Context: an optimization exercise on an open-source flow, tuned for small area. The choices shown serve that exercise and are no tape-out recipe.
In this exercise RTL edits were held to simulation tests only and were not proved equivalent to the original.

Setup of build 71:
==> flow/design.v (excerpt) <==
module board_compositor_top (
  input  logic           clk,
  input  logic           reset,
  input  logic           frame_strobe,
  input  logic [39:0]    lane_row,
  input  logic [127:0]   lane_data,
  input  logic [4:0]     frog_row,
  input  logic [4:0]     frog_col,
  input  logic [4:0]     win_row,
  input  logic           clear_hit,
  output logic [255:0]   RedPixels,
  output logic [255:0]   GrnPixels,
  output logic           busy,
  output logic           frame_done,
  output logic           hit,
  output logic           win
);
clock: 5.0 ns
lec_check: 0
abc_area: 1
cap_margin: 20
cell_pad_in_sites_detail_placement: 1
cell_pad_in_sites_global_placement: 2
core_area: 10 10 370 370
cts_buf_list: sky130_fd_sc_hd__clkbuf_4
die_area: 0 0 380 380
place_density: 0.5
slew_margin: 20
synth_hierarchical: 1
synth_minimum_keep_size: 0
standard.sh (not shown) runs the stock make flow with config.mk's settings and CLKGATE_MAP_FILE= SYNTH_SCRIPT=/design/flow/synth_recipe.tcl, a recipe that flattens the netlist after the stock synthesis.
==> flow/flow/run.sh <==
#!/bin/bash
# The standard layout (standard.sh) with these changes to how it is made:
#  - the combinational logic is mapped by ABC for area only (amap) instead of ORFS's
#    delay-oriented "area" script; registers are mapped exactly as in the standard synthesis;
#  - the port buffers use the smallest buffer cell instead of the default delay buffer;
#  - the pins are spread along the die edge (at least 3 tracks apart);
#  - global routing offers less of met1/met2 (flow/fastroute.tcl);
#  - clock tree: small clock buffers, sink clusters of up to 8, no dummy balancing loads.
set -euo pipefail
rm -rf scripts_area
cp -r "$FLOW_HOME/scripts" scripts_area
printf 'strash\ndch\namap\ntopo\n' > scripts_area/abc_area.script
bash standard.sh "SCRIPTS_DIR=$PWD/scripts_area" \
  "BUFFER_PORTS_ARGS=-buffer_cell sky130_fd_sc_hd__buf_1" \
  "FASTROUTE_TCL=$PWD/flow/fastroute.tcl" \
  "PLACE_PINS_ARGS=-min_distance 3 -min_distance_in_tracks" \
  "CTS_ARGS=-sink_clustering_enable -repair_clock_nets -buf_list sky130_fd_sc_hd__clkbuf_4 -sink_clustering_size 8 -sink_clustering_max_diameter 40 -dont_use_dummy_load" \
  finish > flow_make.log 2>&1
==> flow/flow/fastroute.tcl <==
# sky130hd's global routing setup, with less of met1 and met2 offered to the global router so
# that more of the long crossbar wiring goes to met3 and met4.
set_global_routing_layer_adjustment $::env(MIN_ROUTING_LAYER)-$::env(MAX_ROUTING_LAYER) 0.2
set_global_routing_layer_adjustment met1 0.6
set_global_routing_layer_adjustment met2 0.4

set_routing_layers -clock $::env(MIN_CLK_ROUTING_LAYER)-$::env(MAX_ROUTING_LAYER)
set_routing_layers -signal $::env(MIN_ROUTING_LAYER)-$::env(MAX_ROUTING_LAYER)
Every stage of the flow completed for build 71, and the final layout passed the timing, DRC and antenna checks.
Modified inputs, build 12 compared to build 71
==> flow/flow/run.sh <==
#!/bin/bash
# The standard layout (standard.sh) with these changes to how it is made:
#  - the combinational logic is mapped by ABC for area only (amap) instead of ORFS's
#    delay-oriented "area" script; registers are mapped exactly as in the standard synthesis;
#  - the port buffers use the smallest buffer cell instead of the default delay buffer;
#  - the pins are spread along the die edge (at least 4 tracks apart);
#  - clock tree: small clock buffers, larger sink clusters, no dummy balancing loads.
set -euo pipefail
rm -rf scripts_area
cp -r "$FLOW_HOME/scripts" scripts_area
printf 'strash\ndch\namap\ntopo\n' > scripts_area/abc_area.script
bash standard.sh "SCRIPTS_DIR=$PWD/scripts_area" \
  "BUFFER_PORTS_ARGS=-buffer_cell sky130_fd_sc_hd__buf_1" \
  "PLACE_PINS_ARGS=-min_distance 4 -min_distance_in_tracks" \
  "CTS_ARGS=-sink_clustering_enable -repair_clock_nets -buf_list sky130_fd_sc_hd__clkbuf_4 -sink_clustering_size 16 -sink_clustering_max_diameter 60 -dont_use_dummy_load" \
  finish > flow_make.log 2>&1
removed: flow/flow/fastroute.tcl
==> comparison <==
Build 12: aborted in I/O pin placement (3_2_place_iop) (tool error)
Between build 12 and build 71, the netlist area before placement figures differ only marginally.
From build 71 to build 12 the numbers moved as follows: synthesized cell count barely changed; fraction of registers with async set/reset barely changed; sequential element share of the synthesized area barely changed.
> inputs changed (build 12 -> build 1)
- SLEW_MARGIN changed from 20 to 10
- MIN_ROUTING_LAYER newly set to met2
- CAP_MARGIN changed from 20 to 10
Notes after the runs:
- I/O pin placement (3_2_place_iop): build 1 exited with error
- Diff build 12..build 1 | area fraction in compound gates after synthesis | unchanged
- Comparing build 12 against build 1, there is no change at all in placement row count.
- As far as average footprint of a synthesized cell goes, build 1 and build 12 are indistinguishable; the numbers are identical.


run a:
The RTL this note starts from:
==> flow/design.v <==
module board_frame_compositor #(
  parameter int WIDTH        = 16,
  parameter int HEIGHT       = 16,
  parameter int N_LANES      = 4,
  parameter int ROW_W        = $clog2(HEIGHT),
  parameter int COL_W        = $clog2(WIDTH),
  parameter int BLINK_CYCLES = 12500000
) (
  input  logic                       clk,
  input  logic                       reset,
  input  logic                       frame_strobe,
  input  logic [N_LANES*ROW_W-1:0]   lane_row,
  input  logic [N_LANES*WIDTH-1:0]   lane_data,
  input  logic [ROW_W-1:0]           frog_row,
  input  logic [COL_W-1:0]           frog_col,
  input  logic [ROW_W-1:0]           win_row,
  input  logic                       clear_hit,
  output logic [HEIGHT*WIDTH-1:0]    RedPixels,
  output logic [HEIGHT*WIDTH-1:0]    GrnPixels,
  output logic                       busy,
  output logic                       frame_done,
  output logic                       hit,
  output logic                       win
);
  localparam int RW = $clog2(HEIGHT);
  localparam int CW = $clog2(WIDTH);
  localparam int LW = ROW_W + WIDTH;
  localparam int CNT_W   = $clog2(N_LANES + 3);
  localparam int PUB_CNT = N_LANES + 2;
  logic [CNT_W-1:0] cnt;
  logic             snap_en, pub_en, chk_en;
  assign snap_en = (cnt == '0) && frame_strobe;
  assign pub_en  = (cnt == CNT_W'(PUB_CNT));
  assign chk_en  = (cnt >= CNT_W'(2)) && (cnt <= CNT_W'(N_LANES + 1));
  assign busy    = (cnt != '0);
  always_ff @(posedge clk or negedge reset) begin
    if (!reset)       cnt <= '0;
    else if (snap_en) cnt <= CNT_W'(1);
    else if (pub_en)  cnt <= '0;
    else if (busy)    cnt <= cnt + 1'b1;
  end
  logic [N_LANES*LW-1:0]      pend;
  logic [RW-1:0]              pend_frow;
  logic [CW-1:0]              pend_fcol;
  logic                       pend_ok, pend_win;
  logic in_ok;
  assign in_ok = (frog_row < ROW_W'(HEIGHT)) && (frog_col < COL_W'(WIDTH));
  always_ff @(posedge clk) begin
    if (snap_en) begin
      for (int i = 0; i < N_LANES; i++)
        pend[i*LW +: LW] <= {lane_row[i*ROW_W +: ROW_W], lane_data[i*WIDTH +: WIDTH]};
      pend_frow <= frog_row[RW-1:0];
      pend_fcol <= frog_col[CW-1:0];
      pend_ok   <= in_ok;
      pend_win  <= in_ok && (frog_row == win_row);
    end else begin
      for (int i = 0; i < N_LANES; i++)
        pend[i*LW +: LW] <= pend[((i + 1) % N_LANES)*LW +: LW];
    end
  end
  logic [ROW_W-1:0] chk_row;
  logic [WIDTH-1:0] chk_data;
  logic             coll;
  assign chk_row  = pend[(N_LANES-1)*LW + WIDTH +: ROW_W];
  assign chk_data = pend[(N_LANES-1)*LW +: WIDTH];
  assign coll     = pend_ok && (chk_row == ROW_W'(pend_frow)) && chk_data[pend_fcol];
  logic [N_LANES*RW-1:0]         pub_row;
  logic [N_LANES*WIDTH-1:0]      pub_data;
  logic [RW-1:0]                 pub_frow;
  logic [CW-1:0]                 pub_fcol;
  logic                          pub_ok;
  logic [N_LANES-1:0] pub_oor;
  always_ff @(posedge clk or negedge reset) begin
    if (!reset) begin
      pub_oor <= '1;
      pub_ok  <= 1'b0;
      win     <= 1'b0;
    end else if (pub_en) begin
      for (int i = 0; i < N_LANES; i++)
        pub_oor[i] <= (pend[i*LW + WIDTH +: ROW_W] >= ROW_W'(HEIGHT));
      pub_ok <= pend_ok;
      win    <= pend_win;
    end
  end
  always_ff @(posedge clk) begin
    if (pub_en) begin
      for (int i = 0; i < N_LANES; i++) begin
        pub_row[i*RW +: RW]       <= pend[i*LW + WIDTH +: RW];
        pub_data[i*WIDTH +: WIDTH] <= pend[i*LW +: WIDTH];
      end
      pub_frow <= pend_frow;
      pub_fcol <= pend_fcol;
    end
  end
  always_comb begin
    for (int r = 0; r < HEIGHT; r++) begin
      logic [WIDTH-1:0] acc;
      acc = '0;
      for (int i = 0; i < N_LANES; i++)
        if (!pub_oor[i] && pub_row[i*RW +: RW] == RW'(r)) acc = acc | pub_data[i*WIDTH +: WIDTH];
      RedPixels[r*WIDTH +: WIDTH] = acc;
    end
  end
  always_comb begin
    for (int r = 0; r < HEIGHT; r++)
      for (int c = 0; c < WIDTH; c++)
        GrnPixels[r*WIDTH + c] = pub_ok && (pub_frow == RW'(r)) && ((pub_fcol == CW'(c)) || win);
  end
  always_ff @(posedge clk or negedge reset) begin
    if (!reset) begin
      frame_done <= 1'b0;
      hit        <= 1'b0;
    end else begin
      frame_done <= pub_en;
      if (chk_en && coll) hit <= 1'b1;
      else if (clear_hit) hit <= 1'b0;
    end
  end
endmodule
module board_compositor_top (
  input  logic           clk,
  input  logic           reset,
  input  logic           frame_strobe,
  input  logic [39:0]    lane_row,
  input  logic [127:0]   lane_data,
  input  logic [4:0]     frog_row,
  input  logic [4:0]     frog_col,
  input  logic [4:0]     win_row,
  input  logic           clear_hit,
  output logic [255:0]   RedPixels,
  output logic [255:0]   GrnPixels,
  output logic           busy,
  output logic           frame_done,
  output logic           hit,
  output logic           win
);
  board_frame_compositor #(
    .WIDTH(16), .HEIGHT(16), .N_LANES(8), .ROW_W(5), .COL_W(5)
  ) u_comp (
    .clk(clk), .reset(reset), .frame_strobe(frame_strobe),
    .lane_row(lane_row), .lane_data(lane_data),
    .frog_row(frog_row), .frog_col(frog_col), .win_row(win_row),
    .clear_hit(clear_hit),
    .RedPixels(RedPixels), .GrnPixels(GrnPixels),
    .busy(busy), .frame_done(frame_done), .hit(hit), .win(win)
  );
endmodule
==> flow/config.mk <==
export PLATFORM = sky130hd
export DESIGN_NAME = board_compositor_top
export DESIGN_NICKNAME = board_compositor_top
export VERILOG_FILES = /design/flow/design.v
export SDC_FILE = /design/flow/constraint.sdc
export NUM_CORES = 4
export LEC_CHECK = 0
export ABC_AREA = 1
export CAP_MARGIN = 20
export CORE_AREA = 10 10 370 370
export DIE_AREA = 0 0 380 380
export PLACE_DENSITY = 0.35
export SLEW_MARGIN = 20
==> flow/constraint.sdc <==
create_clock -name core_clock -period 5.0 [get_ports {clk}]
set_input_delay 1.0000 -clock core_clock [delete_from_list [all_inputs] [get_ports {clk}]]
set_output_delay 1.0000 -clock core_clock [all_outputs]
set_load 0.01 [all_outputs]
==> flow/flow/run.sh <==
#!/bin/bash
# The standard layout, with the port buffers made from the smallest buffer cell instead of the
# default delay buffer. Everything else is the standard flow (standard.sh).
set -euo pipefail
bash standard.sh "BUFFER_PORTS_ARGS=-buffer_cell sky130_fd_sc_hd__buf_1" finish > flow_make.log 2>&1
Relative to run a, the following input files were edited for run b:
Settings: CELL_PAD_IN_SITES_GLOBAL_PLACEMENT: unset -> 2; CELL_PAD_IN_SITES_DETAIL_PLACEMENT: unset -> 1.
==> flow/flow/run.sh <==
#!/bin/bash
# The standard layout (standard.sh) with two changes to how it is made:
#  - the combinational logic is mapped by ABC for area only (map -a) instead of ORFS's
#    delay-oriented "area" script; registers are mapped exactly as in the standard synthesis;
#  - the port buffers use the smallest buffer cell instead of the default delay buffer.
set -euo pipefail
rm -rf scripts_area
cp -r "$FLOW_HOME/scripts" scripts_area
printf 'strash\ndch\nmap -a\ntopo\n' > scripts_area/abc_area.script
bash standard.sh "SCRIPTS_DIR=$PWD/scripts_area" \
  "BUFFER_PORTS_ARGS=-buffer_cell sky130_fd_sc_hd__buf_1" finish > flow_make.log 2>&1
Findings:
Run b vs. run a: synthesized area decreased about 12%, hold slack decreased by 56 ps relative to the old numbers.
First-iteration DRC count (higher): run a
Sequential portion of the cell area, run a and run b: larger value in run b
Per the comparison of run b with run a, final area shrank by about 1.2%; signed area change from the synthesized netlist to the final layout grew by 15 points.

-- static timing again, ports no longer ideal --
The flow's constraints put no driver on any port. The routed layouts listed below were extracted and timed again, unchanged, in two steps.
Step 1: set_driving_cell puts a clkbuf_16 on clk and a buf_2 on each other input, an assumption about the parent block.
Step 2 also shifts input and output timing later by t, the mid clock arrival at the registers, as if the neighbouring blocks saw the same clock.
Three values: ideal ports, drivers, drivers and shift; two values: the first two.
| run | shift t [ns] | slack for setup (ns) | worst data-port slew with drivers (ns) | pins driven straight from the clock port |
|---|---|---|---|---|
| build 71 | 0.934 | 0.319 / 0.260 / 1.194 | 0.18 | 1 |
| run a | 0.635 | 0.622 / 0.553 / 1.188 | 0.10 | 1 |
| run b | 0.720 | 0.210 / 0.126 / 0.846 | 0.11 | 1 |
After both steps every run listed still meets setup and hold.
